This design comes from an exercise in tuning for a short achievable clock period and few clock cycles on the open sky130 flow, not from production work.
In this exercise RTL edits were held to simulation tests only and were not proved equivalent to the original.
No activity file was given, so power comes from the tool's default toggle rates.

==> 01-12: inputs <==
==> flow/design.v (excerpt) <==
module grid_line_path_walker #(
   parameter int COORD_BITS = 8
) (
   input  logic                  clock,
   input  logic                  reset,
   input  logic                  req_valid,
   output logic                  req_stall,
   input  logic                  req_command,
   input  logic [COORD_BITS-1:0] req_start_y,
   input  logic [COORD_BITS-1:0] req_start_x,
   input  logic [COORD_BITS-1:0] req_end_y,
   input  logic [COORD_BITS-1:0] req_end_x,
   input  logic                  req_pass_through,
   input  logic                  req_info_mode,
   input  logic                  req_stop_at_occupant,
   input  logic                  req_cell_projectable,
   input  logic                  req_cell_believed_wall,
   input  logic                  req_cell_occupied,
   output logic                  rsp_valid,
   input  logic                  rsp_stall,
   output logic [COORD_BITS-1:0] rsp_grid_y,
   output logic [COORD_BITS-1:0] rsp_grid_x,
   output logic                  rsp_grid_valid,
   output logic                  rsp_path_done,
   output logic [glpw_pkg::LEN_W-1:0] rsp_path_length,
   input  logic                  csr_psel,
   input  logic                  csr_penable,
   input  logic                  csr_pwrite,
   input  logic [glpw_pkg::CSR_ADDR_W-1:0] csr_paddr,
   input  logic [glpw_pkg::CSR_DATA_W-1:0] csr_pwdata,
   output logic [glpw_pkg::CSR_DATA_W-1:0] csr_prdata,
   output logic                  csr_pready
);
==> flow/config.mk <==
export PLATFORM = sky130hd
export DESIGN_NAME = grid_line_path_walker
export DESIGN_NICKNAME = grid_line_path_walker
export VERILOG_FILES = /design/flow/design.v
export SDC_FILE = /design/flow/constraint.sdc
export NUM_CORES = 4
export LEC_CHECK = 0
export CAP_MARGIN = 20
export CORE_MARGIN = 2
export CORE_UTILIZATION = 40
export SLEW_MARGIN = 20
==> flow/constraint.sdc <==
create_clock -name core_clock -period 10.5 [get_ports {clock}]
set_input_delay 2.1000 -clock core_clock [delete_from_list [all_inputs] [get_ports {clock}]]
set_output_delay 2.1000 -clock core_clock [all_outputs]
set_load 0.01 [all_outputs]
standard.sh (not shown) runs the stock make flow with config.mk's settings and CLKGATE_MAP_FILE= SYNTH_SCRIPT=/design/flow/synth_recipe.tcl, a recipe that flattens the netlist after the stock synthesis.
==> flow/flow/run.sh <==
#!/bin/bash
set -euo pipefail
bash standard.sh SETUP_SLACK_MARGIN=6.6 finish > orfs_make.log 2>&1
==> 03-25: changes against 01-12 <==
==> flow/flow/run.sh (replaced) <==
#!/bin/bash
set -euo pipefail
bash standard.sh SETUP_SLACK_MARGIN=6.2 finish > orfs_make.log 2>&1
==> qor summary <==
|  | 03-25 | 01-12 |
|---|---|---|
| Run status | complete, no violations | complete, no violations |
| Critical Path Stages | 16 | 17 |
| Area used by multi-input combinational logic | 0.0156 mm² | 0.0161 mm² |
| Power share of the sequential group | 0.259 | 0.239 |
| Normalized max-slew margin | 0.254 | 0.349 |
| Slowest cell delay on critical path | 500 ps | 520 ps |
| Fill cells | 4,738 | 4,570 |
| Reg2reg setup slack | 6340 ps | 6350 ps |
| Net count reported at finish | 2,948 | 3,004 |
| Data arrival at the endpoint of the critical path | 5570 ps | 5550 ps |
| Final Cell Area | 0.0266 mm² | 0.0279 mm² |
| TritonRoute pass-1 iters | 7 | 5 |
| Post-CTS repair timing setup buffer count | 141 | 175 |
| Pwr Density | 141 mW/mm² | 146 mW/mm² |
| Power consumed by the clock network | 0.831 mW | 0.872 mW |
| Overall routing resource usage | 0.213 | 0.220 |
Testbench counts of 01-12, summed over its fixed seeds: cycles 46,506.
Testbench counts of 03-25, summed over its fixed seeds: cycles 46,506.

==> trial 54 <==
Another version of the RTL of grid_line_path_walker (not shown whole).
clock: 10.5 ns
lec_check: 0
cap_margin: 20
core_margin: 2
core_utilization: 70
slew_margin: 20
synth_hierarchical: 1
==> flow/flow/run.sh <==
#!/bin/bash
set -euo pipefail
bash standard.sh SETUP_SLACK_MARGIN=6.6 finish > orfs_make.log 2>&1
==> trial 89: changes against trial 54 <==
--- a/flow/design.v
+++ b/flow/design.v
@@ -28,125 +28,10 @@
       entry_width = 12 + 8 * coord_bits;
    endfunction
 endpackage
 `timescale 1ns / 1ps
 `timescale 1ns / 1ps
-module glpw_andn (
-   input  logic a,
-   input  logic b,
-   output logic y
-);
-   assign y = a & ~b;
-endmodule
-module glpw_orn (
-   input  logic a,
-   input  logic b,
-   output logic y
-);
-   assign y = a | ~b;
-endmodule
-module glpw_xnor (
-   input  logic a,
-   input  logic b,
-   output logic y
-);
-   assign y = ~(a ^ b);
-endmodule
-module glpw_xor (
-   input  logic a,
-   input  logic b,
-   output logic y
-);
-   assign y = a ^ b;
-endmodule
-module glpw_pg (
-   input  logic g_hi,
-   input  logic p_hi,
-   input  logic g_lo,
-   input  logic p_lo,
-   output logic g,
-   output logic p
-);
-   assign g = g_hi | (p_hi & g_lo);
-   assign p = p_hi & p_lo;
-endmodule
-module glpw_gn (
-   input  logic g_hi,
-   input  logic p_hi,
-   input  logic g_lo,
-   output logic g
-);
-   assign g = g_hi | (p_hi & g_lo);
-endmodule
-module glpw_ks #(
-   parameter int N = 8
-) (
-   input  logic [N-1:0] g0,
-   input  logic [N-1:0] p0,
-   input  logic         cin,
-   output logic [N:0]   c
-);
-   localparam int L = $clog2(N);
-   logic [N-1:0] g [L+1];
-   logic [N-1:0] p [L+1];
-   glpw_gn u_c0 (.g_hi(g0[0]), .p_hi(p0[0]), .g_lo(cin), .g(g[0][0]));
-   assign p[0][0]     = 1'b0;
-   assign g[0][N-1:1] = g0[N-1:1];
-   assign p[0][N-1:1] = p0[N-1:1];
-   for (genvar l = 0; l < L; l++) begin : lv
-      for (genvar i = 0; i < N; i++) begin : nd
-         if (i >= (1 << l)) begin : m
-            if (i < 2 * (1 << l)) begin : gonly
-               glpw_gn u (.g_hi(g[l][i]), .p_hi(p[l][i]), .g_lo(g[l][i-(1<<l)]),
-                          .g(g[l+1][i]));
-               assign p[l+1][i] = 1'b0;
-            end else begin : full
-               glpw_pg u (.g_hi(g[l][i]), .p_hi(p[l][i]), .g_lo(g[l][i-(1<<l)]),
-                          .p_lo(p[l][i-(1<<l)]), .g(g[l+1][i]), .p(p[l+1][i]));
-            end
-         end else begin : pass
-            assign g[l+1][i] = g[l][i];
-            assign p[l+1][i] = p[l][i];
-         end
-      end
-   end
-   assign c = {g[L], cin};
-endmodule
-module glpw_sub #(
-   parameter int N = 8
-) (
-   input  logic [N-1:0] a,
-   input  logic [N-1:0] b,
-   output logic [N-1:0] d,
-   output logic         ge
-);
-   logic [N-1:0] g0, p0;
-   logic [N:0]   c;
-   for (genvar i = 0; i < N; i++) begin : bit_
-      glpw_andn u_g (.a(a[i]), .b(b[i]), .y(g0[i]));
-      glpw_xnor u_p (.a(a[i]), .b(b[i]), .y(p0[i]));
-      glpw_xor  u_s (.a(p0[i]), .b(c[i]), .y(d[i]));
-   end
-   glpw_ks #(.N(N)) u_ks (.g0(g0), .p0(p0), .cin(1'b1), .c(c));
-   assign ge = c[N];
-endmodule
-module glpw_ge #(
-   parameter int N = 8
-) (
-   input  logic [N-1:0] a,
-   input  logic [N-1:0] b,
-   output logic         ge
-);
-   logic [N-1:0] g0, p0;
-   logic [N:0]   c;
-   for (genvar i = 0; i < N; i++) begin : bit_
-      glpw_andn u_g (.a(a[i]), .b(b[i]), .y(g0[i]));
-      glpw_orn  u_p (.a(a[i]), .b(b[i]), .y(p0[i]));
-   end
-   glpw_ks #(.N(N)) u_ks (.g0(g0), .p0(p0), .cin(1'b1), .c(c));
-   assign ge = c[N];
-endmodule
 `timescale 1ns / 1ps
 `timescale 1ns / 1ps
 module grid_line_path_walker #(
    parameter int COORD_BITS = 8
 ) (
@@ -269,42 +154,43 @@
       logic [KW:0] r;
       r = ks_add(w(v), dn ? '1 : word_type'(1), 1'b0);
       step_coord = r[CB-1:0];
    endfunction
    logic [LW-1:0] range_limit_ff;
+   logic [LW-1:0] range_limit_n_ff;    
    logic          csr_hit;
    assign csr_hit    = (csr_paddr[AW-1:2] == glpw_pkg::CSR_IDX_RANGE_LIMIT);
    assign csr_pready = 1'b1;
-   assign csr_prdata = csr_hit ? DW'(range_limit_ff) : '0;
+   logic [LW-1:0] csr_rd;
+   assign csr_rd     = ~({LW{!csr_hit}} | range_limit_n_ff);
+   assign csr_prdata = DW'(csr_rd);
    always_ff @(posedge clock) begin
       if (reset) begin
-         range_limit_ff <= glpw_pkg::RANGE_LIMIT_RESET;
+         range_limit_ff   <= glpw_pkg::RANGE_LIMIT_RESET;
+         range_limit_n_ff <= ~glpw_pkg::RANGE_LIMIT_RESET;
       end else if (csr_psel && csr_penable && csr_pwrite && csr_hit) begin
-         range_limit_ff <= csr_pwdata[LW-1:0];
+         range_limit_ff   <= csr_pwdata[LW-1:0];
+         range_limit_n_ff <= ~csr_pwdata[LW-1:0];
       end
    end
    item_type new_item;
-   word_type sy, sx, ey, ex;
+   word_type sy, sx, ey, ex, dyp, dyn, dxp, dxn;
    logic     n_ydn, n_xdn, n_near;
    logic [CB-1:0] n_ay, n_ax, n_yp, n_ym, n_xp, n_xm;
-   logic [CB-1:0] dyp, dyn, dxp, dxn;
-   logic     ge_ey_sy, ge_sy_ey, ge_ex_sx, ge_sx_ex, ge_ax_ay, ge_ay_ax;
-   glpw_sub #(.N(CB)) u_dyp (.a(req_end_y),   .b(req_start_y), .d(dyp), .ge(ge_ey_sy));
-   glpw_sub #(.N(CB)) u_dyn (.a(req_start_y), .b(req_end_y),   .d(dyn), .ge(ge_sy_ey));
-   glpw_sub #(.N(CB)) u_dxp (.a(req_end_x),   .b(req_start_x), .d(dxp), .ge(ge_ex_sx));
-   glpw_sub #(.N(CB)) u_dxn (.a(req_start_x), .b(req_end_x),   .d(dxn), .ge(ge_sx_ex));
-   glpw_ge  #(.N(CB)) u_gev (.a(n_ax), .b(n_ay), .ge(ge_ax_ay));
-   glpw_ge  #(.N(CB)) u_geh (.a(n_ay), .b(n_ax), .ge(ge_ay_ax));
    always_comb begin
       sy     = w(req_start_y);
       sx     = w(req_start_x);
       ey     = w(req_end_y);
       ex     = w(req_end_x);
-      n_ydn  = !ge_ey_sy;
-      n_xdn  = !ge_ex_sx;
-      n_ay   = n_ydn ? dyn : dyp;
-      n_ax   = n_xdn ? dxn : dxp;
+      dyp    = ks_sub(ey, sy);
+      dyn    = ks_sub(sy, ey);
+      dxp    = ks_sub(ex, sx);
+      dxn    = ks_sub(sx, ex);
+      n_ydn  = !ks_uge(ey, sy);
+      n_xdn  = !ks_uge(ex, sx);
+      n_ay   = n_ydn ? dyn[CB-1:0] : dyp[CB-1:0];
+      n_ax   = n_xdn ? dxn[CB-1:0] : dxp[CB-1:0];
       n_yp   = step_coord(req_start_y, 1'b0);
       n_ym   = step_coord(req_start_y, 1'b1);
       n_xp   = step_coord(req_start_x, 1'b0);
       n_xm   = step_coord(req_start_x, 1'b1);
       n_near = ((req_end_y == req_start_y) || ((req_end_y == n_yp) && (req_start_y != '1))
@@ -320,12 +206,12 @@
       new_item.st_o  = req_cell_occupied;
       new_item.same  = (req_start_y == req_end_y) && (req_start_x == req_end_x);
       new_item.sdone = (range_limit_ff[LW-1:1] == '0) || (!req_pass_through && n_near);
       new_item.ydn   = n_ydn;
       new_item.xdn   = n_xdn;
-      new_item.vert  = !ge_ax_ay;
-      new_item.horz  = !ge_ay_ax;
+      new_item.vert  = !ks_uge(w(n_ax), w(n_ay));
+      new_item.horz  = !ks_uge(w(n_ay), w(n_ax));
       new_item.ay    = n_ay;
       new_item.ax    = n_ax;
       new_item.y0    = req_start_y;
       new_item.x0    = req_start_x;
       new_item.y1    = n_ydn ? n_ym : n_yp;
@@ -359,11 +245,10 @@
    logic [CB-1:0] cand_y_ff, cand_x_ff;    
    logic [LW-1:0] cells_ff;                
    logic [LW-1:0] cells1_ff;               
    logic [LW-1:0] kc_ff;                   
    word_type      rc_ff;                   
-   logic          rcge_ff;                 
    logic          tgtc_ff;                 
    logic [CB-1:0] major_ff;                
    word_type      d_ff;                    
    word_type      incp_ff, incn_ff;        
    logic          c_stop, c_give, c_done;
@@ -371,11 +256,11 @@
    always_comb begin
       s_y    = it.horz ? it.y0 : it.y1;
       s_x    = it.vert ? it.x0 : it.x1;
       c_stop = (info_ff ? it.st_w : !it.st_p) || (soo_ff && it.st_o);
       c_give = active_ff && !c_stop;
-      c_done = (!pass_ff && tgtc_ff) || rcge_ff;
+      c_done = (!pass_ff && tgtc_ff) || ks_uge(rc_ff, w(range_limit_ff));
       if (it.cmd == glpw_pkg::CMD_START) begin
          rsp_grid_y      = it.same ? '0 : s_y;
          rsp_grid_x      = it.same ? '0 : s_x;
          rsp_grid_valid  = !it.same;
          rsp_path_done   = it.same || it.sdone;
@@ -445,56 +330,31 @@
                cells1_ff <= n_cells1[LW-1:0];
             end
          end
       end
    end
-   logic     n_inc2, csr_wr;
-   word_type n_rc1, n_rc2;
-   logic     n_ge1, n_ge2;
-   always_comb begin
-      n_inc2 = n_e && kc_ff[0];
-      n_rc1  = ks_add(rc_ff, word_type'(1), 1'b0);
-      n_rc2  = ks_add(rc_ff, word_type'(2), 1'b0);
-      n_ge1  = ks_uge(n_rc1, w(range_limit_ff));
-      n_ge2  = ks_uge(n_rc2, w(range_limit_ff));
-      csr_wr = csr_psel && csr_penable && csr_pwrite && csr_hit;
-   end
-   always_ff @(posedge clock) begin
-      if (reset) begin
-         rc_ff   <= '0;
-         rcge_ff <= 1'b0;
-      end else if (csr_wr) begin
-         rcge_ff <= ks_uge(rc_ff, w(csr_pwdata[LW-1:0]));
-      end else if (take) begin
-         if (it.cmd == glpw_pkg::CMD_START) begin
-            rc_ff   <= s_diag ? word_type'(3) : word_type'(2);
-            rcge_ff <= s_diag ? (range_limit_ff <= LW'(3)) : (range_limit_ff <= LW'(2));
-         end else if (c_give) begin
-            rc_ff   <= n_inc2 ? n_rc2 : n_rc1;
-            rcge_ff <= n_inc2 ? n_ge2 : n_ge1;
-         end
-      end
-   end
    always_ff @(posedge clock) begin
       if (take) begin
          if (it.cmd == glpw_pkg::CMD_START) begin
             vert_ff   <= it.vert;
             diag_ff   <= s_diag;
             ydn_ff    <= it.ydn;
             xdn_ff    <= it.xdn;
             cand_y_ff <= s_cy;
             cand_x_ff <= s_cx;
             kc_ff     <= s_diag ? LW'(2) : LW'(s_d0ge);
+            rc_ff     <= s_diag ? word_type'(3) : word_type'(2);
             tgtc_ff   <= (s_a == word_type'(2));
             major_ff  <= s_a[CB-1:0];
             d_ff      <= s_d0;
             incp_ff   <= ks_sub(s_m << 1, s_a << 1);
             incn_ff   <= s_m << 1;
          end else if (c_give) begin
             cand_y_ff <= n_cy;
             cand_x_ff <= n_cx;
             kc_ff     <= kc_ff + LW'(n_e);
+            rc_ff     <= ks_add(rc_ff, word_type'(1), n_e && kc_ff[0]);
             tgtc_ff   <= (n_cells1[LW-1:0] == major_ff);
             d_ff      <= n_d;
          end
       end
    end
- CORE_UTILIZATION: 70 -> 40
- SYNTH_HIERARCHICAL: 1 -> default
==> build 24: changes against trial 54 <==
- CORE_UTILIZATION: 70 -> 40
==> impl_metrics.ini <==
[status]
status = complete, no violations

[worst_hold_path]
hold_start = pass_ff$_SDFFE_PP0P_

[pwr]
comb-power_mw = 1.84

[synthesis]
yosysWarnings = 12

[finish]
multi_input_area_sq_mm = 0.0104
design.seq.count = 163

[detailed_routing]
via_count = 12781

[worst_setup_path]
r2r_setup_slack_ns = 6.58
Source of the figures above: trial 54

==> impl_metrics.ini <==
[status]
status = complete, no violations

[placed_design]
dp_slack_ns = 4.58

[detailed_routing]
wl_per_cell_um = 17.6
via_count = 11882

[synthesis]
avgSynthCellArea_sq_um = 9.15
yosysWarnings = 12

[finish]
multi_input_area_sq_mm = 0.0103
design.seq.count = 163

[pwr]
comb-power_mw = 1.82

[worst_setup_path]
r2r_setup_slack_ns = 6.76
Source of the figures above: build 24

==> impl_metrics.ini <==
[worst_setup_path]
r2r_setup_slack_ns = 6.50

[worst_hold_path]
hold_start = range_limit_ff[0]$_SDFFE_PP0P_

[finish]
multi_input_area_sq_mm = 0.00862

[status]
status = complete, no violations

[detailed_routing]
via_count = 10324

[synthesis]
yosysWarnings = 1

[pwr]
comb-power_mw = 1.65
Source of the figures above: trial 89

Testbench counts of trial 54, summed over its fixed seeds: cycles 46,506.
Testbench counts of trial 89, summed over its fixed seeds: cycles 46,506.
Testbench counts of build 24, summed over its fixed seeds: cycles 46,506.

==> what the ideal ports hide <==
Ports are ideal in the flow. The routed layouts listed here were re-timed in OpenROAD.
Step 1 sets driving cells, clkbuf_16 on the clock port and buf_2 on the other inputs (assumed; they add their load-dependent delay and slew).
Step 2 moves the port delays by t, midway between the first and last clock arrival at a register: inputs arrive t later, outputs are due t later. That takes back most of the time a late clock gives input paths.
Three values: no drivers, after step 1, after step 2; two values: the first two.
| run | shift t [ns] | slack for setup (ns) | worst hold slack (ns) | worst register clock-pin slew, ns |
|---|---|---|---|---|
| 01-12 | 0.567 | 5.207 / 5.178 / 4.611 | 0.453 / 0.453 / 0.453 | 0.06 / 0.06 |
| 03-25 | 0.574 | 5.184 / 5.176 / 4.602 | 0.454 / 0.454 / 0.454 | 0.06 / 0.06 |
| trial 54 | 0.486 | 5.947 / 5.899 / 5.899 | 0.498 / 0.498 / 0.498 | 0.07 / 0.07 |
| trial 89 | 0.474 | 5.801 / 5.757 / 5.422 | 0.473 / 0.473 / 0.473 | 0.08 / 0.08 |
| build 24 | 0.483 | 5.950 / 5.835 / 5.835 | 0.493 / 0.493 / 0.493 | 0.08 / 0.08 |
After both steps every run listed still meets setup and hold. The setup slack of 01-12, which loses most, moves by -0.029 ns with the drivers and by -0.596 ns with both steps.
